This design comes from an exercise in tuning for small area, a short achievable clock period and few clock cycles per item on the open sky130 flow, not from production work. Where RTL was checked, it was by simulation tests only, not by an equivalence proof against the original. No functional check of the RTL was part of runs 4 and 5.

**flow/run.sh**
```bash
#!/bin/bash
# synth_recipe.tcl (not shown) runs the flow's synth.tcl, then flattens the netlist and writes it again
# the make line also repeats each setting of config.mk as NAME=value (left out here)
make -C /OpenROAD-flow-scripts/flow DESIGN_CONFIG=/design/flow/config.mk WORK_HOME=/design/flow/orfs CLKGATE_MAP_FILE= SYNTH_SCRIPT=/design/flow/synth_recipe.tcl finish
```
**flow/config.mk**
```make
export PLATFORM = sky130hd
export DESIGN_NAME = outlier_rejecting_moving_average_core
export DESIGN_NICKNAME = outlier_rejecting_moving_average_core
export VERILOG_FILES = /design/flow/design.v
export SDC_FILE = /design/flow/constraint.sdc
export NUM_CORES = 4
export LEC_CHECK = 0
export CAP_MARGIN = 20
export CORE_MARGIN = 2
export CORE_UTILIZATION = 60
export CTS_CLUSTER_DIAMETER = 60
export CTS_CLUSTER_SIZE = 30
export GPL_TIMING_DRIVEN = 1
export SETUP_SLACK_MARGIN = 4.4
export SLEW_MARGIN = 20
export TNS_END_PERCENT = 10
```
**flow/constraint.sdc**
```tcl
create_clock -name core_clock -period 8.0 [get_ports {clk}]
set_input_delay 1.6000 -clock core_clock [delete_from_list [all_inputs] [get_ports {clk}]]
set_output_delay 1.6000 -clock core_clock [all_outputs]
set_load 0.01 [all_outputs]
```
**flow/design.v**
```verilog
`timescale 1ns / 1ps
`default_nettype none
package orma_pkg;
	localparam int WINDOW      = 10;
	localparam int SAMPLE_BITS = 12;
endpackage
`default_nettype wire
`timescale 1ns / 1ps
`default_nettype none
module outlier_rejecting_moving_average_core (
	input  logic        clk,
	input  logic        arst_n,
	input  logic        in_valid,
	output logic        in_ready,
	input  logic [11:0] in_sample,
	output logic        out_valid,
	input  logic        out_ready,
	output logic [11:0] out_filtered,
	output logic        out_held
);
	localparam int WIN = 10;
	localparam int NV  = 13;
	logic en_q, rdy_q;
	logic adv;
	assign adv      = en_q;
	assign in_ready = rdy_q;
	logic [NV-1:0] v;
	always_ff @(posedge clk or negedge arst_n) begin
		if (!arst_n) begin
			v <= '0;
		end else if (adv) begin
			v <= {v[NV-2:0], in_valid};
		end
	end
	logic [11:0]    h_q [WIN];
	logic [WIN-1:0] hv_q;
	logic [11:0] s0_q, s1_q, s2_q, s3_q, s4_q, old_q, old_d;
	always_comb begin
		logic [2:0] n;
		n = 3'(v[0]) + 3'(v[1]) + 3'(v[2]) + 3'(v[3]) + 3'(v[4]);
		case (n)
			3'd0:    old_d = hv_q[0] ? h_q[0] : 12'd0;
			3'd1:    old_d = hv_q[1] ? h_q[1] : 12'd0;
			3'd2:    old_d = hv_q[2] ? h_q[2] : 12'd0;
			3'd3:    old_d = hv_q[3] ? h_q[3] : 12'd0;
			3'd4:    old_d = hv_q[4] ? h_q[4] : 12'd0;
			default: old_d = hv_q[5] ? h_q[5] : 12'd0;
		endcase
	end
	logic [15:0] sum_q;
	always_ff @(posedge clk or negedge arst_n) begin
		if (!arst_n) begin
			sum_q <= '0;
			hv_q  <= '0;
		end else if (adv) begin
			if (v[0]) begin
				sum_q <= sum_q + {4'd0, s0_q} - {4'd0, old_q};
			end
			if (v[4]) begin
				hv_q <= {1'b1, hv_q[WIN-1:1]};
			end
		end
	end
	function automatic logic [4:0] div10_step(input logic [3:0] r, input logic b);
		case ({r, b})
			5'd0: div10_step = {1'b0, 4'd0};
			5'd1: div10_step = {1'b0, 4'd1};
			5'd2: div10_step = {1'b0, 4'd2};
			5'd3: div10_step = {1'b0, 4'd3};
			5'd4: div10_step = {1'b0, 4'd4};
			5'd5: div10_step = {1'b0, 4'd5};
			5'd6: div10_step = {1'b0, 4'd6};
			5'd7: div10_step = {1'b0, 4'd7};
			5'd8: div10_step = {1'b0, 4'd8};
			5'd9: div10_step = {1'b0, 4'd9};
			5'd10: div10_step = {1'b1, 4'd0};
			5'd11: div10_step = {1'b1, 4'd1};
			5'd12: div10_step = {1'b1, 4'd2};
			5'd13: div10_step = {1'b1, 4'd3};
			5'd14: div10_step = {1'b1, 4'd4};
			5'd15: div10_step = {1'b1, 4'd5};
			5'd16: div10_step = {1'b1, 4'd6};
			5'd17: div10_step = {1'b1, 4'd7};
			5'd18: div10_step = {1'b1, 4'd8};
			5'd19: div10_step = {1'b1, 4'd9};
			default: div10_step = 5'bx;
		endcase
	endfunction
	logic [5:0] ahi_d, ahi_q;
	logic [3:0] ar_d, ar_q;
	logic [5:0] slo_q;
	always_comb begin
		logic [3:0] r;
		logic [4:0] st;
		r = sum_q[15:12];
		for (int k = 11; k >= 6; k--) begin
			st = div10_step(r, sum_q[k]);
			ahi_d[k-6] = st[4];
			r = st[3:0];
		end
		ar_d = r;
	end
	logic [11:0] a_d, a_q;
	logic [8:0]  ad_d, ad_q;
	logic        nz_d, nz_q;
	always_comb begin
		logic [3:0] r;
		logic [4:0] st;
		r = ar_q;
		a_d[11:6] = ahi_q;
		for (int k = 5; k >= 0; k--) begin
			st = div10_step(r, slo_q[k]);
			a_d[k] = st[4];
			r = st[3:0];
		end
		r = {1'b0, a_d[11:9]};
		for (int k = 8; k >= 0; k--) begin
			st = div10_step(r, a_d[k]);
			ad_d[k] = st[4];
			r = st[3:0];
		end
		nz_d = (r != 4'd0);
	end
	logic [12:0] u_q;
	logic [11:0] l_q;
	function automatic logic [1:0] cmp4(input logic [3:0] a, input logic [3:0] b);
		logic lt, gt;
		lt = 1'b0;
		gt = 1'b0;
		for (int i = 0; i < 4; i++) begin
			lt = (~a[i] & b[i]) | (~(a[i] & ~b[i]) & lt);
			gt = (a[i] & ~b[i]) | (~(~a[i] & b[i]) & gt);
		end
		cmp4 = {lt, gt};
	endfunction
	function automatic logic lt16(input logic [15:0] a, input logic [15:0] b);
		logic [1:0] g0, g1, g2, g3;
		logic       c;
		g0 = cmp4(a[3:0], b[3:0]);
		g1 = cmp4(a[7:4], b[7:4]);
		g2 = cmp4(a[11:8], b[11:8]);
		g3 = cmp4(a[15:12], b[15:12]);
		c = g0[1];
		c = g1[1] | (~g1[0] & c);
		c = g2[1] | (~g2[0] & c);
		c = g3[1] | (~g3[0] & c);
		lt16 = c;
	endfunction
	function automatic logic in_band(input logic [11:0] x, input logic [12:0] ub,
			input logic [11:0] lb);
		in_band = lt16({4'd0, x}, {3'd0, ub}) && lt16({4'd0, lb}, {4'd0, x});
	endfunction
	logic [WIN-1:0] f_d, f_q;
	always_comb begin
		for (int i = 0; i < WIN - 1; i++) begin
			f_d[i] = hv_q[i+1] && in_band(h_q[i+1], u_q, l_q);
		end
		f_d[WIN-1] = in_band(s4_q, u_q, l_q);
	end
	function automatic logic [31:0] csa(input logic [15:0] a, input logic [15:0] b,
			input logic [15:0] c);
		logic [15:0] s, k;
		s = a ^ b ^ c;
		k = (a & b) | (a & c) | (b & c);
		csa = {k[14:0], 1'b0, s};
	endfunction
	logic [15:0] ps_d, pc_d, ps_q, pc_q;
	logic [3:0]  c_d, c6_q;
	always_comb begin
		logic [15:0] m [WIN];
		logic [31:0] a1, a2, a3, b1, b2, c1, d1, e1;
		for (int i = 0; i < WIN; i++) begin
			m[i] = f_q[i] ? {4'd0, h_q[i]} : 16'd0;
		end
		a1 = csa(m[0], m[1], m[2]);
		a2 = csa(m[3], m[4], m[5]);
		a3 = csa(m[6], m[7], m[8]);
		b1 = csa(a1[15:0], a1[31:16], a2[15:0]);
		b2 = csa(a2[31:16], a3[15:0], a3[31:16]);
		c1 = csa(b1[15:0], b1[31:16], b2[15:0]);
		d1 = csa(c1[15:0], c1[31:16], b2[31:16]);
		e1 = csa(d1[15:0], d1[31:16], m[9]);
		ps_d = e1[15:0];
		pc_d = e1[31:16];
		c_d = '0;
		for (int i = 0; i < WIN; i++) begin
			c_d = c_d + 4'(f_q[i]);
		end
	end
	function automatic logic [15:0] div2(input logic [15:0] rd, input logic [3:0] c);
		logic [3:0]  r;
		logic [11:0] d;
		logic [5:0]  t;
		r = rd[15:12];
		d = rd[11:0];
		for (int k = 0; k < 2; k++) begin
			t = {1'b0, r, d[11]} - {2'b0, c};
			if (!t[5]) begin
				r = t[3:0];
				d = {d[10:0], 1'b1};
			end else begin
				r = {r[2:0], d[11]};
				d = {d[10:0], 1'b0};
			end
		end
		div2 = {r, d};
	endfunction
	logic [15:0] t_q;
	logic [3:0]  c7_q;
	logic [15:0] x_q [8:12];
	logic [3:0]  cx_q [8:12];
	logic [15:0] q_last;
	assign q_last = div2(x_q[12], cx_q[12]);
	always_ff @(posedge clk) begin
		if (adv) begin
			s0_q  <= in_sample;
			old_q <= old_d;
			s1_q  <= s0_q;
			s2_q  <= s1_q;
			s3_q  <= s2_q;
			s4_q  <= s3_q;
			ahi_q <= ahi_d;
			ar_q  <= ar_d;
			slo_q <= sum_q[5:0];
			a_q   <= a_d;
			ad_q  <= ad_d;
			nz_q  <= nz_d;
			u_q   <= {1'b0, a_q} + {4'd0, ad_q};
			l_q   <= a_q - {3'd0, ad_q} - {11'd0, nz_q};
			f_q   <= f_d;
			ps_q  <= ps_d;
			pc_q  <= pc_d;
			c6_q  <= c_d;
			t_q   <= ps_q + pc_q;
			c7_q  <= c6_q;
			x_q[8]  <= div2(t_q, c7_q);
			cx_q[8] <= c7_q;
			for (int k = 9; k <= 12; k++) begin
				x_q[k]  <= div2(x_q[k-1], cx_q[k-1]);
				cx_q[k] <= cx_q[k-1];
			end
		end
	end
	always_ff @(posedge clk) begin
		if (adv && v[4]) begin
			for (int i = 0; i < WIN - 1; i++) begin
				h_q[i] <= h_q[i+1];
			end
			h_q[WIN-1] <= s4_q;
		end
	end
	logic        sv_q;
	logic [11:0] sf_q;
	logic        sh_q;
	logic [11:0] lastm;
	logic        res_h;
	logic [11:0] res_f;
	logic        inc;
	logic        take;
	logic        sv_d;
	assign lastm = sv_q ? sf_q : out_filtered;
	assign res_h = (cx_q[12] == 4'd0);
	assign res_f = res_h ? lastm : q_last[11:0];
	assign inc   = adv && v[NV-1];
	assign take  = out_valid && out_ready;
	always_comb begin
		sv_d = sv_q;
		if (!out_valid || take) begin
			if (sv_q && !inc) begin
				sv_d = 1'b0;
			end
		end else if (inc) begin
			sv_d = 1'b1;
		end
	end
	always_ff @(posedge clk or negedge arst_n) begin
		if (!arst_n) begin
			out_valid    <= 1'b0;
			out_filtered <= '0;
			out_held     <= 1'b0;
			sv_q         <= 1'b0;
			en_q         <= 1'b1;
			rdy_q        <= 1'b1;
		end else begin
			sv_q <= sv_d;
			en_q <= !sv_d;
			rdy_q <= !sv_d;
			if (!out_valid || take) begin
				if (sv_q) begin
					out_valid    <= 1'b1;
					out_filtered <= sf_q;
					out_held     <= sh_q;
				end else if (inc) begin
					out_valid    <= 1'b1;
					out_filtered <= res_f;
					out_held     <= res_h;
				end else begin
					out_valid <= 1'b0;
				end
			end
		end
	end
	always_ff @(posedge clk) begin
		if (inc && (sv_q || (out_valid && !take))) begin
			sf_q <= res_f;
			sh_q <= res_h;
		end
	end
endmodule
`default_nettype wire
```
==> summary.md, run 1 <==
| Metric | Value |
|---|---|
| Max-Cap Viols | `0` |
| Avg Cell Area, Syn | `around 11 um^2` |
| Hold Crit Start | `ad_d[8]$_SDFF_PN0_` |
| Worst clock skew | `about 0.026 ns` |
| Post-DRT Antenna Nets | `0` |
| Required time of the critical path | `approximately 8.3 ns` |
| Std cell rows | `80` |
| DR vias | `just under 20000` |
| Fin. Hold Viols | `0` |
| Pin count of the biggest net entering global routing | `about 150` |
| CP Max Fanout | `8` |
| Status | `complete, no violations` |
| GRT overflow | `0` |
| Vias in the first global route | `a little under 20000` |
| Critical Path AT | `between 4 and 5 ns` |
| Syn-to-layout area delta | `9.631%` |
| Max Slew Vio Count | `0` |
| Via/cell ratio | `between 6 and 7` |
| Fmax | `270.4 MHz` |
| Asr flop ratio synth | `11.22%` |
| Gpl congestion | `between 0.9 and 1` |
| DRC | `0` |
| Wire length per cell | `21.94 um` |
| Total track usage | `28.65%` |
| Detailed Route WL | `approximately 70000 um` |
| Detailed placer's ending HPWL | `just over 50000 um` |
| Reg2reg end | `ps_q[6]$_DFFE_PP_` |
| Setup violations, final | `0` |
| Min Hold Slack | `around 0.4 ns` |
| Worst Max-Slew Pin Slew | `between 1 and 1.5 ns` |
| Fillers | `3546` |
| CTS buffer count | `39` |
| Seq cells post-synth | `~500` |
| FF/Latch Area | `roughly 14000 um^2` |
| Nature of the critical path endpoint | `flop` |
| Initial Util | `between 60% and 70%` |
| Initial DRC Count | `between 1500 and 2000` |
| FF-to-FF setup slack | `roughly 4.3 ns` |
| Post-route clock period utilization | `46.23%` |
| Die Height | `222.9 um` |
| Root Buffer | `clkbuf_16` |
| Setup TNS | `0 ns` |
| Hold Buf Count CTS | `0` |
| Slew Limit Headroom | `28.92%` |
| Core area | `47550 um^2` |
| Reg clk slew, reported paths | `around 0.080 ns` |
| Pre-CTS WS | `between 3 and 4 ns` |
| Startpoint Class | `flop` |
| Sequential element share of the synthesized area | `50.03%` |
| RSZ-0062 raised after global routing | `true` |
| First drt pass iteration count | `8` |
| # port buffers | `30` |
| Clock sink count | `slightly below 500` |
| Htree depth | `2` |
| Cells after Synth | `about 2500` |
| Hold Path Depth | `0` |
| CTS tree | `built` |
| Critical setup path kind | `reg2reg` |
| First-pass GRT wire length | `between 100000 and 150000 um` |
| HP Class | `reg2reg` |
| Layout cell share with drive strength beyond 1 | `a little under a tenth` |
| ANT cells | `0` |
| Synth warn | `5` |
| Initial antenna violation count | `0` |
| Deepest clock path buffer count | `3` |
| EDFF count, synth | `between 400 and 500` |
| Mapped Area | `about 29000 um^2` |
| Die Area | `49700 um^2` |
| WHS Endpoint | `ad_q[8]$_DFFE_PP_` |
| Yosys cell types | `83` |
| R2R Path Start | `f_q[0]$_DFFE_PP_` |
| Clock latency on the worst-skew pair | `0.59 ns` |
| Register-to-Register Path Depth | `9` |
| Final min period | `3.698 ns` |
| Die width | `222.9 um` |
| Io pins | `31` |
| # nets final | `2858` |
| Area of the multi-input gates | `between 10000 and 15000 um^2` |
| Final WS setup | `4.302 ns` |
| Ys flop type | `edfxtp_1` |
| Synth Net Count | `around 2800` |
synthesized netlist by cell type (all sizes together), types with 29 or more instances:
master	instances	share of area (%)
a21o	30	0.78
a21oi	160	2.8
a22oi	49	1.3
and2	60	1.3
clkbuf	75	0.98
dfrtp	54	4.7
edfxtp	430	45
fa	126	8.8
ha	119	5.2
inv	334	4.4
maj3	84	3.0
mux2	30	1.2
mux2i	38	1.3
nand2	150	2.0
nand2b	34	0.74
nand3	29	0.50
nor2	157	2.0
nor2b	34	0.74
nor3	31	0.54
o21ai	158	2.8
xnor2	44	1.3
worst max path at each step:
stage	startpoint	endpoint	slack, ns	cells past startpoint
6_report	f_q[0]$_DFFE_PP_	ps_q[6]$_DFFE_PP_	4.30	9
5_1_grt	old_q[2]$_DFFE_PP_	sum_q[14]$_DFFE_PN0P_	4.17	13
4_1_cts	f_q[0]$_DFFE_PP_	ps_q[5]$_DFFE_PP_	4.31	9
3_5_place_dp	cx_q[8][1]$_DFFE_PP_	x_q[9][0]$_DFFE_PP_	3.92	15
3_3_place_gp	cx_q[8][1]$_DFFE_PP_	x_q[9][0]$_DFFE_PP_	3.98	15
2_1_floorplan	en_q$_DFF_PN1_	h_q[0][0]$_DFFE_PP_	3.45	3
final cells by class:
| type | instances | share of cell area [%] |
|---|---|---|
| flip-flops and latches | 490 | 45.66 |
| multi-input cells | 1625 | 40.80 |
| inverters | 341 | 4.111 |
| clock buffers | 43 | 3.278 |
| repair buffers | 98 | 2.623 |
| well taps | 615 | 2.440 |
| clock inverters | 28 | 1.055 |
| repair inverters | 2 | 0.03174 |
state kept, by name, summed over array words and instances (netlist names), 13 cells and up, named ones only:
register,count
cx_q,20
x_q,80
v,13
h_q,120
t_q,16
sum_q,16
pc_q,14
u_q,13
ps_q,15
logic make-up (layout without fill, tap and decap cells):
| family | count (synthesis) | count (layout) | share of synthesized area [%] |
|---|---|---|---|
| adder cells (fa/ha/maj) | 329 | 329 | 16.92 |
| multiplexers | 68 | 68 | 2.497 |
| buffers and inverters | 428 | 512 | 5.655 |
| AO/OA/AOI/OAI | 613 | 613 | 13.67 |
| AND/OR/NAND/NOR | 547 | 547 | 9.157 |
| XOR/XNOR | 68 | 68 | 2.071 |
| flip-flops | 490 | 490 | 50.03 |
per-stage QoR:
stage | std cells | area, um^2 | util (%)
final | 3242 | 31530 | 66.32
after global routing | 3242 | 31530 | 66.32
after CTS | 3223 | 31340 | 65.92
after detailed placement | 3114 | 29620 | 62.30
after global placement | 3114 | 29620 | 62.30
after floorplan | 2543 | 28770 | -
repair_timing:
| action | 4_1_cts | 5_1_grt |
|---|---|---|
| gates resized for setup | 32 | 17 |
| buffers inserted | 37 | 18 |
| pin swaps | 14 | 3 |
| setup endpoints to repair | 96 | 118 |
| gates cloned | 1 | 1 |
cells in the final DEF, fill, tap and decap left out, types with 24 or more instances in the layout:
master / Yosys / routed
o21ai_0: 154 / 148
edfxtp_1: 430 / 430
xnor2_1: 44 / 44
ha_1: 119 / 119
nand2b_1: 34 / 34
nand2_1: 150 / 147
o22ai_1: 27 / 27
mux2_2: 30 / 30
xor2_1: 24 / 24
buf_4: 0 / 62
mux2i_1: 38 / 38
a21oi_1: 160 / 158
nor3_1: 31 / 30
fa_1: 126 / 124
clkbuf_16: 0 / 41
dfrtp_1: 54 / 54
clkdlybuf4s50_1: 0 / 29
maj3_1: 73 / 73
a22oi_1: 49 / 49
nor2b_1: 34 / 34
inv_1: 330 / 321
nand3_1: 29 / 29
nor2_1: 157 / 155
and2_1: 60 / 56
a21o_1: 30 / 30
critical path, stage by stage (launching register included):
cell and delay [ns]:
edfxtp_1 0.39, buf_4 0.18, and2_1 0.17, fa_1 0.53, inv_1 0.05, fa_1 0.53
fa_1 0.55, inv_1 0.06, fa_1 0.55, fa_1 0.41
per-layer routing:
layer  vias up  part of all wire, %  track usage [%]
li1       9187                    -                -
met1      9775                   39            34.74
met2       724                   51            51.40
met3       168                  5.2            3.701
met4         0                  4.4            12.56
met5         -                    0                0
Testbench counts, summed over its fixed seeds: cycles 8,112, items 8,000.
==> run 2: changes to the inputs <==
--- a/flow/config.mk
+++ b/flow/config.mk
@@ -13,4 +13,3 @@
 export GPL_TIMING_DRIVEN = 1
 export SETUP_SLACK_MARGIN = 4.4
 export SLEW_MARGIN = 20
-export TNS_END_PERCENT = 10
==> run 2 against run 1 <==
- critical path depth is the same
- cell count shrank 0.49%
- sequential share of layout area is essentially flat
- clock skew shrank 0.0023 ns
- worst setup slack gained 0.034 ns
- via count shrank 0.84%
- synthesized cell count is the same
- core utilization grew 0.071 points
- critical endpoint is now ps_q[8]$_DFFE_PP_
==> summary.md, run 2 <==
| Metric | Value |
|---|---|
| Status | `complete, no violations` |
| Crit path buffers/inverters | `3 (unchanged)` |
| GR Util met3 | `3.095% (-0.61 points)` |
| Reg clk slew, reported paths | `0.09 ns (about the same)` |
| Critical Path AT | `3.99 ns (-0.03 ns)` |
| ANT cells | `0 (unchanged)` |
| First drt pass iteration count | `6 (-2)` |
| Root Buffer | `clkbuf_16` |
| Synth Net Count | `2804 (unchanged)` |
| GRT busiest layer | `met2` |
| Syn-to-layout area delta | `9.748%` |
| Initial antenna violation count | `0 (unchanged)` |
| Seq cells post-synth | `490 (unchanged)` |
| Setup violations, final | `0 (unchanged)` |
| Asr flop ratio synth | `11.22% (unchanged)` |
| Worst clock skew | `0.02354 ns (-0.002271 ns)` |
| Io pins | `31 (unchanged)` |
| Fmax | `272.9 MHz (+0.92%)` |
| Htree depth | `2 (unchanged)` |
| Hold Buf Count CTS | `0 (unchanged)` |
| Die width | `222.9 um (unchanged)` |
| Clock sink count | `490 (unchanged)` |
| Mapped Area | `28760 um^2 (unchanged)` |
| Biggest regs | `h_q: 120 flops, x_q: 80 flops, cx_q: 20 flops` |
| Final min period | `3.664 ns (-0.03376 ns)` |
| Synth warn | `5 (unchanged)` |
| CP Max Fanout | `5 (-3)` |
| Initial Util | `60.49% (unchanged)` |
| Detailed Route WL | `71200 um (about the same)` |
| Synth area leader | `edfxtp_1` |
| Fin. Hold Viols | `0 (unchanged)` |
| Via/cell ratio | `6.103 (-0.34%)` |
| GRT overflow | `0 (unchanged)` |
| Die Height | `222.9 um (unchanged)` |
| RSZ-0062 raised after global routing | `true` |
| Avg Cell Area, Syn | `11.31 um^2 (unchanged)` |
| CTS buffer count | `38 (-2.6%)` |
| Wire length per cell | `22.07 um (+0.58%)` |
| CTS tree | `built` |
| Critical setup path kind | `reg2reg` |
| Commonest non-fill, non-tap cell in the layout | `edfxtp_1` |
| Setup TNS | `0 ns (unchanged)` |
| Startpoint Class | `flop` |
| Top reg by flops | `h_q` |
| Post-route clock period utilization | `45.81% (-0.42 points)` |
| # port buffers | `30 (unchanged)` |
| Area of the multi-input gates | `12970 um^2 (+0.78%)` |
| Die Area | `49700 um^2 (unchanged)` |
| DR vias | `19690 (-0.84%)` |
| Crit path cell chain | `clkinv_4, nor2_2, fa_1, fa_1, inv_1, fa_1, inv_1, fa_1, fa_1` |
| Slew Limit Headroom | `25.11% (-3.8 points)` |
| HP Class | `reg2reg` |
| # nets final | `2842 (-0.56%)` |
| FF/Latch Area | `14400 um^2 (unchanged)` |
| DRC | `0 (unchanged)` |
| Top cells by area in the synthesized netlist | `edfxtp_1 (45%), fa_1 (8.8%), ha_1 (5.2%), dfrtp_1 (4.7%), inv_1 (4.3%)` |
| Clock latency on the worst-skew pair | `0.59 ns (about the same)` |
| Fillers | `3594 (+1.4%)` |
| Initial DRC Count | `1666 (-4.5%)` |
| Gpl congestion | `0.9366 (+1.8%)` |
| Layout cell share with drive strength beyond 1 | `9.651% (+0.40 points)` |
| Top post-synthesis cells by count | `edfxtp_1 (430), inv_1 (330), a21oi_1 (160)` |
| Core area | `47550 um^2 (unchanged)` |
| Design area | `31570 um^2 (+0.11%)` |
| Detailed placer's ending HPWL | `51220 um (+1.0%)` |
| Met2 Usage GRT | `50.61% (-0.79 points)` |
| Most frequent cells in the layout | `edfxtp_1 (430), inv_1 (320), a21oi_1 (157)` |
| Ys flop type | `edfxtp_1` |
| Max-Cap Viols | `0 (unchanged)` |
| Sequential element share of the synthesized area | `50.03% (unchanged)` |
| First-pass GRT wire length | `108600 um (-0.62%)` |
| Worst Max-Slew Pin Slew | `1.119 ns (+0.05704 ns)` |
| Yosys top cell area share | `44.89% (unchanged)` |
| Required time of the critical path | `8.32 ns (about the same)` |
| Vias in the first global route | `19480 (-1.8%)` |
| Cells after Synth | `2543 (unchanged)` |
| Biggest cell delay along the critical path | `0.55 ns (about the same)` |
| Max Slew Vio Count | `0 (unchanged)` |
| Total track usage | `28.71% (+0.062 points)` |
| Pin count of the biggest net entering global routing | `91 (-40%)` |
| Critical path's slowest cell | `edfxtp_1` |
| Std cell rows | `80 (unchanged)` |
| Max reg flops | `120 (unchanged)` |
| Nature of the critical path endpoint | `flop` |
| Deepest clock path buffer count | `3 (unchanged)` |
| Post-DRT Antenna Nets | `0 (unchanged)` |
| Most common cell in the netlist | `edfxtp_1` |
| Crit path top cell by count | `fa_1` |
| Yosys cell types | `83 (unchanged)` |
| Met1 Use GR | `35.26% (+0.52 points)` |
| Top delay family on crit path | `adder cells` |
| DP Area | `29620 um^2 (about the same)` |
| EDFF count, synth | `430 (unchanged)` |
-- run 2: changes by cell type in the layout (fill, tap and decap cells not counted), moves of 4 or more --
cell     change
buf_4       -16
nor2_1       -6
fa_1         -5
fa_2         +5
buf_6        +4
nor2_2       +4
o21ai_0      -4
-- run 2: what timing repair did --
action | CTS | global route
pin swaps | 15 | 12
endpoints found under the hold margin | 0 | 0
buffers inserted | 29 | 13
resized for setup | 25 | 54
setup endpoints to repair | 45 | 57
cloned | 0 | 1
-- run 2: cell families after synthesis --
family	Yosys count	share of synthesized area, %
mux	68	2.497
simple gates	547	9.157
flops	490	50.03
xor+xnor	68	2.071
compound gates	613	13.67
fa+ha+maj	329	16.92
buf+inv	428	5.655
-- run 2: metal layers --
layer / wire length, um / up-vias
li1: - / 9139
met1: 28110 / 9682
met3: 3441 / 197
met2: 36040 / 670
met5: 0 / -
met4: 3612 / 0
-- run 2: metrics by stage --
stage / cells / hold WS [ns] / setup WS [ns] / util, %
4_1_cts: 3212 / 0.4139 / 4.299 / 65.84
2_1_floorplan: 2543 / 0.3855 / 3.448 / -
3_5_place_dp: 3113 / 0.3967 / 4.007 / 62.29
5_1_grt: 3226 / 0.4250 / 4.219 / 66.39
6_report: 3226 / 0.4095 / 4.336 / 66.39
3_3_place_gp: 3112 / 0.3867 / 4.097 / 62.26
-- run 2: final cells by class --
class | count | area share, %
clock buffers | 41 | 3.250
clock inverters | 29 | 1.205
inverters | 341 | 4.091
multi-input cells | 1625 | 41.08
flip-flops and latches | 490 | 45.61
well taps | 615 | 2.438
repair buffers | 84 | 2.315
repair inverters | 1 | 0.01585
-- run 2: worst paths after layout --
| check | start | depth (start not counted) | endpoint | slack [ns] |
|---|---|---|---|---|
| worst min-delay path | ad_d[8]$_SDFF_PN0_ | 0 | ad_q[8]$_DFFE_PP_ | 0.41 |
| max in group asynchronous | arst_n | 2 | sum_q[3]$_DFFE_PN0P_ | 6.21 |
| min in group asynchronous | arst_n | 2 | out_filtered[7]$_DFFE_PN0P_ | 1.19 |
| worst max-delay path | f_q[6]$_DFFE_PP_ | 9 | ps_q[8]$_DFFE_PP_ | 4.34 |
| worst min register to register | ad_d[8]$_SDFF_PN0_ | 0 | ad_q[8]$_DFFE_PP_ | 0.41 |
| worst max register to register | f_q[6]$_DFFE_PP_ | 9 | ps_q[8]$_DFFE_PP_ | 4.34 |
-- run 2: worst register-to-register path: stages (launching register included) --
cell and delay, ns:
edfxtp_1 0.55, clkinv_4 0.17, nor2_2 0.16, fa_1 0.42
fa_1 0.52, inv_1 0.05, fa_1 0.53, inv_1 0.06
fa_1 0.52, fa_1 0.43
==> run 3: changes to the inputs <==
--- a/flow/config.mk
+++ b/flow/config.mk
@@ -11,5 +11,6 @@
 export CTS_CLUSTER_DIAMETER = 60
 export CTS_CLUSTER_SIZE = 30
 export GPL_TIMING_DRIVEN = 1
-export SETUP_SLACK_MARGIN = 4.4
+export SETUP_SLACK_MARGIN = 4.6
 export SLEW_MARGIN = 20
+export TNS_END_PERCENT = 10
==> run 3 against run 2 <==
- die area stayed put
- highest routed layer unchanged
- core utilization is 0.42 points higher
- via count is 0.54% higher
- design area is 0.63% higher
- still clean
==> summary.md, run 3 <==
| Metric | Value |
|---|---|
| Status | `complete, no violations` |
| Nature of the critical path endpoint | `flop` |
| HP Class | `reg2reg` |
| Max reg flops | `120 (unchanged)` |
| Post-route clock period utilization | `45.99% (+0.19 points)` |
| Final WS setup | `4.321 ns (-0.01483 ns)` |
| DR vias | `19800 (+0.54%)` |
| Top delay family on crit path | `adder cells` |
| Top reg by flops | `h_q` |
| Max Slew Vio Count | `0 (unchanged)` |
| Crit path cell chain | `buf_6, and2_1, fa_1, inv_1, fa_1, fa_1, inv_1, fa_1, fa_1` |
| ANT cells | `0 (unchanged)` |
| R2R Path Start | `f_q[0]$_DFFE_PP_` |
| Pin count of the biggest net entering global routing | `151 (+66%)` |
| Most common cell in the netlist | `edfxtp_1` |
| Crit path top cell by count | `fa_1` |
| Worst Max-Slew Pin Slew | `1.026 ns (-0.09360 ns)` |
| Startpoint Class | `flop` |
| Post-Synth Adder-Cell Area | `16.92% (unchanged)` |
| Die Area | `49700 um^2 (unchanged)` |
| Mapped Area | `28760 um^2 (unchanged)` |
| GRT overflow | `0 (unchanged)` |
| Top post-synthesis cells by count | `edfxtp_1 (430), inv_1 (330), a21oi_1 (160)` |
| RSZ-0062 raised after global routing | `true` |
| Core Util, Final | `66.81% (+0.42 points)` |
| Biggest cell delay along the critical path | `0.56 ns (about the same)` |
| Avg Cell Area, Syn | `11.31 um^2 (unchanged)` |
| Initial antenna violation count | `0 (unchanged)` |
| Slew Limit Headroom | `31.37% (+6.3 points)` |
| Core area | `47550 um^2 (unchanged)` |
| Sequential element share of the synthesized area | `50.03% (unchanged)` |
| Cells after Synth | `2543 (unchanged)` |
| Worst clock skew | `0.02519 ns (+0.001648 ns)` |
| Max-Cap Viols | `0 (unchanged)` |
| Setup TNS | `0 ns (unchanged)` |
| Clock sink count | `490 (unchanged)` |
| Gpl congestion | `0.9196 (-1.8%)` |
| CP Max Fanout | `6 (+1)` |
| Critical path's slowest cell | `fa_1` |
| FF-to-FF setup slack | `4.32 ns (about the same)` |
| Biggest regs | `h_q: 120 flops, x_q: 80 flops, cx_q: 20 flops` |
| Total track usage | `28.66% (-0.055 points)` |
| Synth warn | `5 (unchanged)` |
| Hold Path Depth | `0 (unchanged)` |
| Yosys top cell area share | `44.89% (unchanged)` |
| Largest family of logic cells by synthesized area | `adder cells` |
| Vias in the first global route | `19910 (+2.2%)` |
| Fmax | `271.8 MHz (-0.40%)` |
| WHS Endpoint | `ad_q[8]$_DFFE_PP_` |
| Post-DRT Antenna Nets | `0 (unchanged)` |
| Via/cell ratio | `6.074 (-0.47%)` |
| Asr flop ratio synth | `11.22% (unchanged)` |
| Reg2reg end | `ps_q[6]$_DFFE_PP_` |
| Htree depth | `2 (unchanged)` |
| Root Buffer | `clkbuf_16` |
| EDFF count, synth | `430 (unchanged)` |
| Pre-CTS WS | `3.917 ns (-0.08969 ns)` |
| Reg clk slew, reported paths | `0.08 ns (about the same)` |
| Simple-Gate Fraction of Synth Area | `9.157% (unchanged)` |
| Initial Util | `60.49% (unchanged)` |
| Initial DRC Count | `1683 (+1.0%)` |
| # nets final | `2875 (+1.2%)` |
| Layout cell share with drive strength beyond 1 | `10.67% (+1.0 points)` |
| Post-synthesis xor/xnor area fraction | `2.071% (unchanged)` |
| Deepest clock path buffer count | `3 (unchanged)` |
| Hold Crit Start | `ad_d[8]$_SDFF_PN0_` |
| Most frequent cells in the layout | `edfxtp_1 (430), inv_1 (315), a21oi_1 (158)` |
| Wire length per cell | `21.87 um (-0.93%)` |
| Die Height | `222.9 um (unchanged)` |
| # port buffers | `30 (unchanged)` |
| Clock latency on the worst-skew pair | `0.59 ns (about the same)` |
| Register-to-Register Path Depth | `9 (unchanged)` |
| Final min period | `3.679 ns (+0.01483 ns)` |
| Crit path buffers/inverters | `3 (unchanged)` |
| Std cell rows | `80 (unchanged)` |
| Required time of the critical path | `8.32 ns (about the same)` |
| Ys flop type | `edfxtp_1` |
| CTS tree | `built` |
| Top cells by area in the synthesized netlist | `edfxtp_1 (45%), fa_1 (8.8%), ha_1 (5.2%), dfrtp_1 (4.7%), inv_1 (4.3%)` |
| Yosys cell types | `83 (unchanged)` |
| Fin. Hold Viols | `0 (unchanged)` |
| Detailed placer's ending HPWL | `50710 um (-0.99%)` |
| Multiplexer share of the synthesized area | `2.497% (unchanged)` |
| Io pins | `31 (unchanged)` |
| Commonest non-fill, non-tap cell in the layout | `edfxtp_1` |
| Synth Net Count | `2804 (unchanged)` |
| Syn-to-layout area delta | `10.44%` |
| Critical setup path kind | `reg2reg` |
| Die width | `222.9 um (unchanged)` |
| Seq cells post-synth | `490 (unchanged)` |
| Critical Path AT | `4.00 ns (about the same)` |
| Min Hold Slack | `0.4089 ns (-0.0006760 ns)` |
| DRC | `0 (unchanged)` |
| CTS buffer count | `39 (+2.6%)` |
| Setup violations, final | `0 (unchanged)` |
| Detailed Route WL | `71260 um (about the same)` |
| Synth Area in Compound Gates | `13.67% (unchanged)` |
| First-pass GRT wire length | `109300 um (+0.67%)` |
| First drt pass iteration count | `7 (+1)` |
| Synth area leader | `edfxtp_1` |
run 3: cell counts after synthesis:
No cell type changed its count.
run 3: cells by family (layout without fill, tap and decap cells):
group	Yosys count	count (layout)
muxes	68	68
buffers and inverters	428	529
AOI/OAI and AO/OA	613	613
adders and majority gates	329	329
xor gates and xnor gates	68	68
DFF	490	490
and+or+nand+nor	547	547
run 3: area by class of cell:
cell class	count	area, um^2
Timing Repair inverter	1	5.005
Clock inverter	28	332.8
Multi-Input combinational cell	1625	12950
Fill cell	3520	15780
Timing Repair Buffer	116	978.4
Tap cell	615	769.5
Clock buffer	43	1033
Inverter	341	1294
Sequential cell	490	14400
run 3: what timing repair did:
| item | in CTS | in global routing |
|---|---|---|
| hold buffers | 0 | 0 |
| pin swaps | 37 | 11 |
| setup buffers | 46 | 27 |
| gates cloned | 1 | 0 |
| hold endpoints to repair | 0 | 0 |
| endpoints found under the setup margin | 119 | 139 |
| gates resized for setup | 50 | 34 |
run 3: metal layers:
layer	track usage (%)	share of wire, %	up-vias
li1	-	-	9217
met1	34.82	40	9741
met2	51.49	51	655
met3	3.648	4.9	182
met4	12.32	4.7	0
met5	0	0	-
run 3: through the flow:
stage / cell area [um^2] / cells
2_1_floorplan: 28770 / 2543
3_3_place_gp: 29620 / 3114
3_5_place_dp: 29620 / 3114
4_1_cts: 31450 / 3232
5_1_grt: 31760 / 3259
6_report: 31760 / 3259
run 3: worst max path at each step:
stage	start	to	slack, ns	cells after the start
final	f_q[0]$_DFFE_PP_	ps_q[6]$_DFFE_PP_	4.32	9
after global routing	f_q[7]$_DFFE_PP_	ps_q[3]$_DFFE_PP_	4.24	9
after CTS	f_q[7]$_DFFE_PP_	ps_q[5]$_DFFE_PP_	4.36	9
after detailed placement	cx_q[8][1]$_DFFE_PP_	x_q[9][0]$_DFFE_PP_	3.92	15
after global placement	cx_q[8][1]$_DFFE_PP_	x_q[9][0]$_DFFE_PP_	3.98	15
after floorplan	en_q$_DFF_PN1_	h_q[0][0]$_DFFE_PP_	3.45	3
==> run 4: changes to the inputs <==
--- a/flow/design.v
+++ b/flow/design.v
@@ -36,15 +36,19 @@
 	logic [WIN-1:0] hv_q;
 	logic [11:0] s0_q, s1_q, s2_q, s3_q, s4_q, old_q, old_d;
 	always_comb begin
-		logic [2:0] n;
-		n = 3'(v[0]) + 3'(v[1]) + 3'(v[2]) + 3'(v[3]) + 3'(v[4]);
-		case (n)
-			3'd0:    old_d = hv_q[0] ? h_q[0] : 12'd0;
-			3'd1:    old_d = hv_q[1] ? h_q[1] : 12'd0;
-			3'd2:    old_d = hv_q[2] ? h_q[2] : 12'd0;
-			3'd3:    old_d = hv_q[3] ? h_q[3] : 12'd0;
-			3'd4:    old_d = hv_q[4] ? h_q[4] : 12'd0;
-			default: old_d = hv_q[5] ? h_q[5] : 12'd0;
+		case (v[4:0])
+			5'b00000:
+				old_d = hv_q[0] ? h_q[0] : 12'd0;
+			5'b00001, 5'b00010, 5'b00100, 5'b01000, 5'b10000:
+				old_d = hv_q[1] ? h_q[1] : 12'd0;
+			5'b00011, 5'b00101, 5'b00110, 5'b01001, 5'b01010, 5'b01100, 5'b10001, 5'b10010, 5'b10100, 5'b11000:
+				old_d = hv_q[2] ? h_q[2] : 12'd0;
+			5'b00111, 5'b01011, 5'b01101, 5'b01110, 5'b10011, 5'b10101, 5'b10110, 5'b11001, 5'b11010, 5'b11100:
+				old_d = hv_q[3] ? h_q[3] : 12'd0;
+			5'b01111, 5'b10111, 5'b11011, 5'b11101, 5'b11110:
+				old_d = hv_q[4] ? h_q[4] : 12'd0;
+			default:
+				old_d = hv_q[5] ? h_q[5] : 12'd0;
 		endcase
 	end
 	logic [15:0] sum_q;
--- a/flow/config.mk
+++ b/flow/config.mk
@@ -11,6 +11,5 @@
 export CTS_CLUSTER_DIAMETER = 60
 export CTS_CLUSTER_SIZE = 30
 export GPL_TIMING_DRIVEN = 1
-export SETUP_SLACK_MARGIN = 4.6
+export SETUP_SLACK_MARGIN = 4.4
 export SLEW_MARGIN = 20
-export TNS_END_PERCENT = 10
==> run 4 against run 3 <==
- clock-buffer cell count unchanged
- critical path type unchanged
- cell count up 0.18%
- die area up 0.62%
- sequential share of layout area down 0.44 points
- register-to-register slack better by 0.04 ns
- synthesized area up 0.64%
- synthesized cell count up 0.75%
- wire length down 3.8%
- design area up 0.96%
- via count up 0.26%
- worst setup slack better by 0.041 ns
- non-clock buffer count down 12
==> summary.md, run 4 <==
| Metric | Value |
|---|---|
| Status | `complete, no violations` |
| Layout cell share with drive strength beyond 1 | `9.434% (-1.2 points)` |
| Asr flop ratio synth | `11.22% (unchanged)` |
| # placed instances | `3130 (+0.51%)` |
| Multiplexer share of the synthesized area | `2.403% (-0.094 points)` |
| Clock latency on the worst-skew pair | `0.59 ns (about the same)` |
| Simple-Gate Fraction of Synth Area | `9.773% (+0.62 points)` |
| Post-Synth Adder-Cell Area | `17.06% (+0.14 points)` |
| CTS tree | `built` |
| First drt pass iteration count | `7 (unchanged)` |
| Biggest cell delay along the critical path | `0.55 ns (about the same)` |
| FF-to-FF setup slack | `4.36 ns (+0.04 ns)` |
| Yosys cell types | `85 (+2.4%)` |
| Top post-synthesis cells by count | `edfxtp_1 (430), inv_1 (308), nand2_1 (210)` |
| Final min period | `3.638 ns (-0.04094 ns)` |
| DR vias | `19850 (+0.26%)` |
| Core Util, Final | `67.31% (+0.50 points)` |
| Gpl congestion | `0.9070 (-1.4%)` |
| Synth Net Count | `2820 (+0.57%)` |
| Worst clock skew | `0.02232 ns (-0.002863 ns)` |
| # port buffers | `30 (unchanged)` |
| Post-route clock period utilization | `45.48% (-0.51 points)` |
| Worst setup endpoint | `ps_q[4]$_DFFE_PP_` |
| GRT overflow | `0 (unchanged)` |
| Pin count of the biggest net entering global routing | `170 (+13%)` |
| Wire length per cell | `21.00 um (-4.0%)` |
| CTS buffer count | `40 (+2.6%)` |
| Initial antenna violation count | `0 (unchanged)` |
| Cells after Synth | `2562 (+0.75%)` |
| Die width | `223.6 um (+0.31%)` |
| Post-synthesis xor/xnor area fraction | `2.179% (+0.11 points)` |
| Post-DRT Antenna Nets | `0 (unchanged)` |
| HP Class | `reg2reg` |
| Crit path cell chain | `buf_6, and2_1, fa_1, inv_1, fa_1, fa_1, inv_1, fa_1, fa_1` |
| Final WS setup | `4.362 ns (+0.04094 ns)` |
| R2R Path Start | `f_q[2]$_DFFE_PP_` |
| Top reg by flops | `h_q` |
| Initial Util | `60.75% (+0.26 points)` |
| Most frequent cells in the layout | `edfxtp_1 (430), inv_1 (303), nand2_1 (205)` |
| Nature of the critical path endpoint | `flop` |
| Critical Path AT | `3.97 ns (-0.03 ns)` |
| Via/cell ratio | `6.078 (about the same)` |
| RSZ-0062 raised after global routing | `true` |
| Critical setup path kind | `reg2reg` |
| Register-to-Register Path Depth | `9 (unchanged)` |
| Reg clk slew, reported paths | `0.08 ns (about the same)` |
| Synth Area in Compound Gates | `13.47% (-0.21 points)` |
| Initial DRC Count | `1739 (+3.3%)` |
| Die Area | `50010 um^2 (+0.62%)` |
| Max reg flops | `120 (unchanged)` |
| Synth warn | `5 (unchanged)` |
| Slew Limit Headroom | `22.54% (-8.8 points)` |
| Non-filler cells, final | `3265 (+0.18%)` |
| Reg2reg end | `ps_q[4]$_DFFE_PP_` |
| Sequential element share of the synthesized area | `49.71% (-0.32 points)` |
| Met1 Use GR | `35.56% (+0.74 points)` |
| Crit path from | `f_q[2]$_DFFE_PP_` |
| Synth area leader | `edfxtp_1` |
| ANT cells | `0 (unchanged)` |
| Htree depth | `2 (unchanged)` |
| Seq cells post-synth | `490 (unchanged)` |
| CP Max Fanout | `7 (+1)` |
| DRC | `0 (unchanged)` |
| Detailed placer's ending HPWL | `48890 um (-3.6%)` |
| Setup TNS | `0 ns (unchanged)` |
| Required time of the critical path | `8.34 ns (+0.02 ns)` |
| Met2 Usage GRT | `47.63% (-3.9 points)` |
| Vias in the first global route | `19690 (-1.1%)` |
| Mapped Area | `28950 um^2 (+0.64%)` |
| Root Buffer | `clkbuf_16` |
| Std cell rows | `80 (unchanged)` |
| Fmax | `274.9 MHz (+1.1%)` |
| Yosys top cell area share | `44.61% (-0.28 points)` |
| Core area | `47650 um^2 (+0.21%)` |
| Setup violations, final | `0 (unchanged)` |
| Max Slew Vio Count | `0 (unchanged)` |
| Pre-CTS WS | `3.795 ns (-0.1215 ns)` |
| Biggest regs | `h_q: 120 flops, x_q: 80 flops, cx_q: 20 flops` |
| Crit path top cell by count | `fa_1` |
| Design area | `32070 um^2 (+0.96%)` |
| Largest family of logic cells by synthesized area | `adder cells` |
| Fin. Hold Viols | `0 (unchanged)` |
| Most common cell in the netlist | `edfxtp_1` |
| First-pass GRT wire length | `107600 um (-1.6%)` |
| Worst Max-Slew Pin Slew | `1.162 ns (+0.1362 ns)` |
| Avg Cell Area, Syn | `11.30 um^2 (-0.11%)` |
| Commonest non-fill, non-tap cell in the layout | `edfxtp_1` |
| Top cells by area in the synthesized netlist | `edfxtp_1 (45%), fa_1 (8.6%), ha_1 (5.1%), dfrtp_1 (4.7%), inv_1 (4.0%)` |
| Hold Buf Count CTS | `0 (unchanged)` |
| GRT busiest layer | `met2` |
| # nets final | `2876 (+0.035%)` |
| Die Height | `223.6 um (+0.31%)` |
| Io pins | `31 (unchanged)` |
| Deepest clock path buffer count | `3 (unchanged)` |
| GR Util met3 | `4.079% (+0.43 points)` |
| Detailed Route WL | `68560 um (-3.8%)` |
| EDFF count, synth | `430 (unchanged)` |
| Max-Cap Viols | `0 (unchanged)` |
| Ys flop type | `edfxtp_1` |
| Critical path's slowest cell | `fa_1` |
| Startpoint Class | `flop` |
| Syn-to-layout area delta | `10.79%` |
| Total track usage | `27.70% (-0.96 points)` |
| Clock sink count | `490 (unchanged)` |
| DP Area | `29800 um^2 (+0.62%)` |
-- run 4: cell count changes after synthesis, moves of 7 or more --
cell	before	now
nand2_1	150	210
nor2_1	157	118
a22oi_1	49	18
and2_1	60	87
inv_1	330	308
maj3_1	73	91
a221o_1	3	19
nand3_1	29	21
a21o_1	30	23
a21oi_1	160	153
o211ai_1	6	13
-- run 4: area by class of cell --
| cell class | instances | area (um^2) |
|---|---|---|
| clock inverter | 31 | 426.7 |
| inverter | 322 | 1215 |
| clock buffer | 43 | 1044 |
| sequential | 490 | 14400 |
| fill | 3637 | 15580 |
| tap | 615 | 769.5 |
| timing repair buffer | 104 | 1008 |
| multi-input combinational | 1660 | 13210 |
-- run 4: routing by layer --
| layer | wire length (um) | part of all wire (%) | vias up |
|---|---|---|---|
| li1 | - | - | 9270 |
| met3 | 4031 | 5.9 | 147 |
| met4 | 2934 | 4.3 | 0 |
| met2 | 34060 | 50 | 648 |
| met1 | 27540 | 40 | 9781 |
| met5 | 0 | 0 | - |
-- run 4: worst min path at each step --
stage / to / depth (start not counted) / from / slack (ns)
floorplan: ad_q[8]$_DFFE_PP_ / 0 / ad_d[8]$_SDFF_PN0_ / 0.39
finish: ad_q[8]$_DFFE_PP_ / 0 / ad_d[8]$_SDFF_PN0_ / 0.41
global placement: ad_q[8]$_DFFE_PP_ / 0 / ad_d[8]$_SDFF_PN0_ / 0.39
global route: ad_q[8]$_DFFE_PP_ / 0 / ad_d[8]$_SDFF_PN0_ / 0.42
detailed placement: ad_q[8]$_DFFE_PP_ / 0 / ad_d[8]$_SDFF_PN0_ / 0.40
CTS: s2_q[5]$_DFFE_PP_ / 0 / s1_q[5]$_DFFE_PP_ / 0.41
-- run 4: repair_timing --
| action | in CTS | in global routing |
|---|---|---|
| cloned | 1 | 1 |
| pin swaps | 15 | 18 |
| setup endpoints to repair | 128 | 63 |
| setup buffers | 26 | 33 |
| gates resized for setup | 33 | 48 |
-- run 4: worst max-delay path, delay by kind of cell, from the launching register on --
kind	cells	cell delay [ns]
adder cells (fa/ha/maj)	5	2.50
flip-flops	1	0.45
buffers and inverters	3	0.28
AND/OR/NAND/NOR	1	0.18
-- run 4: metrics by stage --
step | hold WS (ns)
after floorplan | 0.3855
final | 0.4088
after global placement | 0.3926
after global routing | 0.4154
after CTS | 0.4114
after detailed placement | 0.3959
-- run 4: logic make-up (layout without fill, tap and decap cells) --
kind of cell	count (synthesis)	after routing
adder cells (fa/ha/maj)	339	339
flip-flops	490	490
XOR/XNOR	72	72
AND/OR/NAND/NOR	587	587
AO/OA/AOI/OAI	596	596
buffers and inverters	412	500
multiplexers	66	66
==> run 5: changes to the inputs <==
--- a/flow/config.mk
+++ b/flow/config.mk
@@ -11,5 +11,6 @@
 export CTS_CLUSTER_DIAMETER = 60
 export CTS_CLUSTER_SIZE = 30
 export GPL_TIMING_DRIVEN = 1
+export PLACE_DENSITY = 0.7
 export SETUP_SLACK_MARGIN = 4.4
 export SLEW_MARGIN = 20
==> run 5 against run 4 <==
- register-to-register slack got worse by 0.04 ns
- highest routed layer unchanged
- design area about the same
- global-route usage about the same
- critical path depth increased by 1
- sequential share of layout area about the same
- core utilization about the same
- maximum frequency decreased by 1.0%
- first-iteration DRC count decreased by 2.2%
- synthesized area unchanged
==> summary.md, run 5 <==
| Metric | Value |
|---|---|
| Hold Buf Count CTS | `0 (unchanged)` |
| Sequential element share of the synthesized area | `49.71% (unchanged)` |
| Max reg flops | `120 (unchanged)` |
| Fmax | `272.1 MHz (-1.0%)` |
| CP Max Fanout | `4 (-3)` |
| FF-to-FF setup slack | `4.32 ns (-0.04 ns)` |
| Core area | `47650 um^2 (unchanged)` |
| Reg clk slew, reported paths | `0.10 ns (+0.02 ns)` |
| Ys flop type | `edfxtp_1` |
| Avg Cell Area, Syn | `11.30 um^2 (unchanged)` |
| Yosys cell types | `85 (unchanged)` |
| Cells after Synth | `2562 (unchanged)` |
| CTS tree | `built` |
| Worst clock skew | `0.02917 ns (+0.006851 ns)` |
| Synth Net Count | `2820 (unchanged)` |
| Final min period | `3.675 ns (+0.03697 ns)` |
| Initial antenna violation count | `0 (unchanged)` |
| First drt pass iteration count | `8 (+1)` |
| Uppermost layer routed | `met4` |
| Core Util, Final | `67.32% (about the same)` |
| Register-to-Register Path Depth | `10 (+1)` |
| Pin count of the biggest net entering global routing | `176 (+3.5%)` |
| Fillers | `3566 (-2.0%)` |
| Top cells by area in the synthesized netlist | `edfxtp_1 (45%), fa_1 (8.6%), ha_1 (5.1%), dfrtp_1 (4.7%), inv_1 (4.0%)` |
| Crit path buffers/inverters | `4 (+1)` |
| Layout cell share with drive strength beyond 1 | `10.43% (+1.0 points)` |
| Initial DRC Count | `1700 (-2.2%)` |
| Critical Path AT | `4.01 ns (+0.04 ns)` |
| Io pins | `31 (unchanged)` |
| DRC | `0 (unchanged)` |
| Htree depth | `2 (unchanged)` |
| # port buffers | `30 (unchanged)` |
| Syn-to-layout area delta | `10.82% (about the same)` |
| Clock sink count | `490 (unchanged)` |
| Post-route clock period utilization | `45.94% (+0.46 points)` |
| Wire length per cell | `20.95 um (-0.25%)` |
| EDFF count, synth | `430 (unchanged)` |
| # placed instances | `3131 (+0.032%)` |
| Die Height | `223.6 um (unchanged)` |
| Deepest clock path buffer count | `3 (unchanged)` |
| Critical setup path kind | `reg2reg` |
| Vias in the first global route | `20230 (+2.7%)` |
| Max Slew Vio Count | `0 (unchanged)` |
| First-pass GRT wire length | `108100 um (+0.45%)` |
| Yosys top cell area share | `44.61% (unchanged)` |
| Slew Limit Headroom | `20.04% (-2.5 points)` |
| Top post-synthesis cells by count | `edfxtp_1 (430), inv_1 (308), nand2_1 (210)` |
| Most common cell in the netlist | `edfxtp_1` |
| HP Class | `reg2reg` |
| Worst setup endpoint | `ps_q[5]$_DFFE_PP_` |
| Clock latency on the worst-skew pair | `0.59 ns (about the same)` |
| Critical path's slowest cell | `fa_1` |
| Fin. Hold Viols | `0 (unchanged)` |
| Std cell rows | `80 (unchanged)` |
| Non-filler cells, final | `3270 (+0.15%)` |
| Met3 Wirelength | `3903 um (-3.2%)` |
| Setup TNS | `0 ns (unchanged)` |
| Via/cell ratio | `6.116 (+0.62%)` |
| Status | `complete, no violations` |
| Met2 Wirelength | `35180 um (+3.3%)` |
| CTS buffer count | `39 (-2.5%)` |
| Startpoint Class | `flop` |
| Synth warn | `5 (unchanged)` |
| Asr flop ratio synth | `11.22% (unchanged)` |
| R2R Path Start | `f_q[6]$_DFFE_PP_` |
| Top reg by flops | `h_q` |
| Min Hold Slack | `0.4050 ns (-0.003780 ns)` |
| Total track usage | `27.67% (-0.032 points)` |
| Initial Util | `60.75% (unchanged)` |
| Max-Cap Viols | `0 (unchanged)` |
| WL met1 | `26860 um (-2.5%)` |
| Crit path cell chain | `buf_6, buf_6, and2_4, fa_1, fa_1, inv_2, fa_1, inv_1, fa_1, fa_2` |
| Commonest non-fill, non-tap cell in the layout | `edfxtp_1` |
| Synth area leader | `edfxtp_1` |
| Required time of the critical path | `8.34 ns (about the same)` |
| Worst Max-Slew Pin Slew | `1.197 ns (+0.03504 ns)` |
| Detailed placer's ending HPWL | `48810 um (-0.15%)` |
| Top delay family on crit path | `adder cells` |
| Die width | `223.6 um (unchanged)` |
| Die Area | `50010 um^2 (unchanged)` |
| Seq cells post-synth | `490 (unchanged)` |
| Crit path from | `f_q[6]$_DFFE_PP_` |
| Reg2reg end | `ps_q[5]$_DFFE_PP_` |
| Biggest regs | `h_q: 120 flops, x_q: 80 flops, cx_q: 20 flops` |
| Post-DRT Antenna Nets | `0 (unchanged)` |
| Detailed Route WL | `68500 um (about the same)` |
| Root Buffer | `clkbuf_16` |
| ANT cells | `0 (unchanged)` |
| Biggest cell delay along the critical path | `0.54 ns (about the same)` |
| Worst path depth | `10 (+1)` |
| Mapped Area | `28950 um^2 (unchanged)` |
| Gpl congestion | `0.9437 (+4.0%)` |
| DR vias | `20000 (+0.78%)` |
| Most frequent cells in the layout | `edfxtp_1 (430), inv_1 (298), nand2_1 (204)` |
| Nature of the critical path endpoint | `flop` |
| GRT overflow | `0 (unchanged)` |
| RSZ-0062 raised after global routing | `true` |
| # nets final | `2883 (+0.24%)` |
| Setup violations, final | `0 (unchanged)` |
| Crit path top cell by count | `fa_1` |
[run 5: worst min-delay path by stage]
stage               cells past startpoint               start  slack (ns)                 to
floorplan                               0  ad_d[8]$_SDFF_PN0_        0.39  ad_q[8]$_DFFE_PP_
global placement                        0  ad_d[8]$_SDFF_PN0_        0.39  ad_q[8]$_DFFE_PP_
detailed placement                      0  ad_d[8]$_SDFF_PN0_        0.39  ad_q[8]$_DFFE_PP_
CTS                                     0   s2_q[6]$_DFFE_PP_        0.40  s3_q[6]$_DFFE_PP_
global route                            0   s2_q[6]$_DFFE_PP_        0.42  s3_q[6]$_DFFE_PP_
finish                                  0   s2_q[6]$_DFFE_PP_        0.41  s3_q[6]$_DFFE_PP_
[run 5: worst register-to-register path: cells and delay by family (launching register included)]
family,cells,cell delay (ns)
buffers and inverters,4,0.41
adders and majority gates,5,2.45
and+or+nand+nor,1,0.14
DFF,1,0.45
[run 5: cell families (layout without fill, tap and decap cells)]
family                   Yosys count  in the layout  share of synthesized area (%)
buffers and inverters            412            505                          5.408
XOR/XNOR                          72             72                          2.179
AO/OA/AOI/OAI                    596            596                          13.47
AND/OR/NAND/NOR                  587            587                          9.774
flip-flops                       490            490                          49.71
multiplexers                      66             66                          2.403
adder cells (fa/ha/maj)          339            339                          17.06
[run 5: final cells by class]
type	count	area (um^2)	share of cell area (%)
multi-input combinational	1660	13230	41.23
tap	615	769.5	2.399
clock buffer	42	1030	3.210
timing repair buffer	112	1042	3.249
inverter	322	1219	3.799
clock inverter	29	395.4	1.233
sequential	490	14400	44.88
[run 5: metrics by stage]
| step | worst slack [ns] | area, um^2 |
|---|---|---|
| 6_report | 4.325 | 32080 |
| 5_1_grt | 4.243 | 32080 |
| 4_1_cts | 4.297 | 31620 |
| 3_5_place_dp | 3.874 | 29800 |
| 3_3_place_gp | 4.017 | 29800 |
| 2_1_floorplan | 3.300 | 29000 |
[run 5: routing by layer]
| metal | vias up | global-route usage [%] |
|---|---|---|
| li1 | 9281 | - |
| met1 | 9878 | 34.27 |
| met2 | 690 | 49.50 |
| met3 | 151 | 4.014 |
| met4 | 0 | 9.978 |
| met5 | - | 0 |
[run 5: what timing repair did]
item	in CTS	in global routing
pin swaps	17	37
buffers inserted	26	41
endpoints found under the setup margin	48	61
gates resized for setup	40	60
gates cloned	1	0

## static timing again, ports no longer ideal
In the flow no input, the clock included, has a driving cell. The finished layouts below were timed again as built, in two steps.
Step 1 (the two cells are an assumption about what drives the block):
set clk [get_ports {clk}]
set_driving_cell -lib_cell sky130_fd_sc_hd__clkbuf_16 $clk
set_driving_cell -lib_cell sky130_fd_sc_hd__buf_2 [delete_from_list [all_inputs] $clk]
Step 2, shift: input delay + t, output delay - t, t = (earliest + latest rising clock arrival at the registers) / 2. This alone moves slack from input paths to output paths.
Slacks: no drivers / after step 1 / after step 2; pairs: no drivers / after step 1.
| run | t, ns | setup WS [ns] | worst setup path at the end |
|---|---|---|---|
| run 1 | 0.642 | 4.302 / 4.282 / 4.302 | register to register |
| run 2 | 0.640 | 4.336 / 4.336 / 4.336 | register to register |
| run 3 | 0.641 | 4.321 / 4.321 / 4.321 | register to register |
| run 4 | 0.638 | 4.362 / 4.362 / 4.362 | register to register |
| run 5 | 0.629 | 4.325 / 4.325 / 4.325 | register to register |
After both steps setup and hold are still met in every run listed.
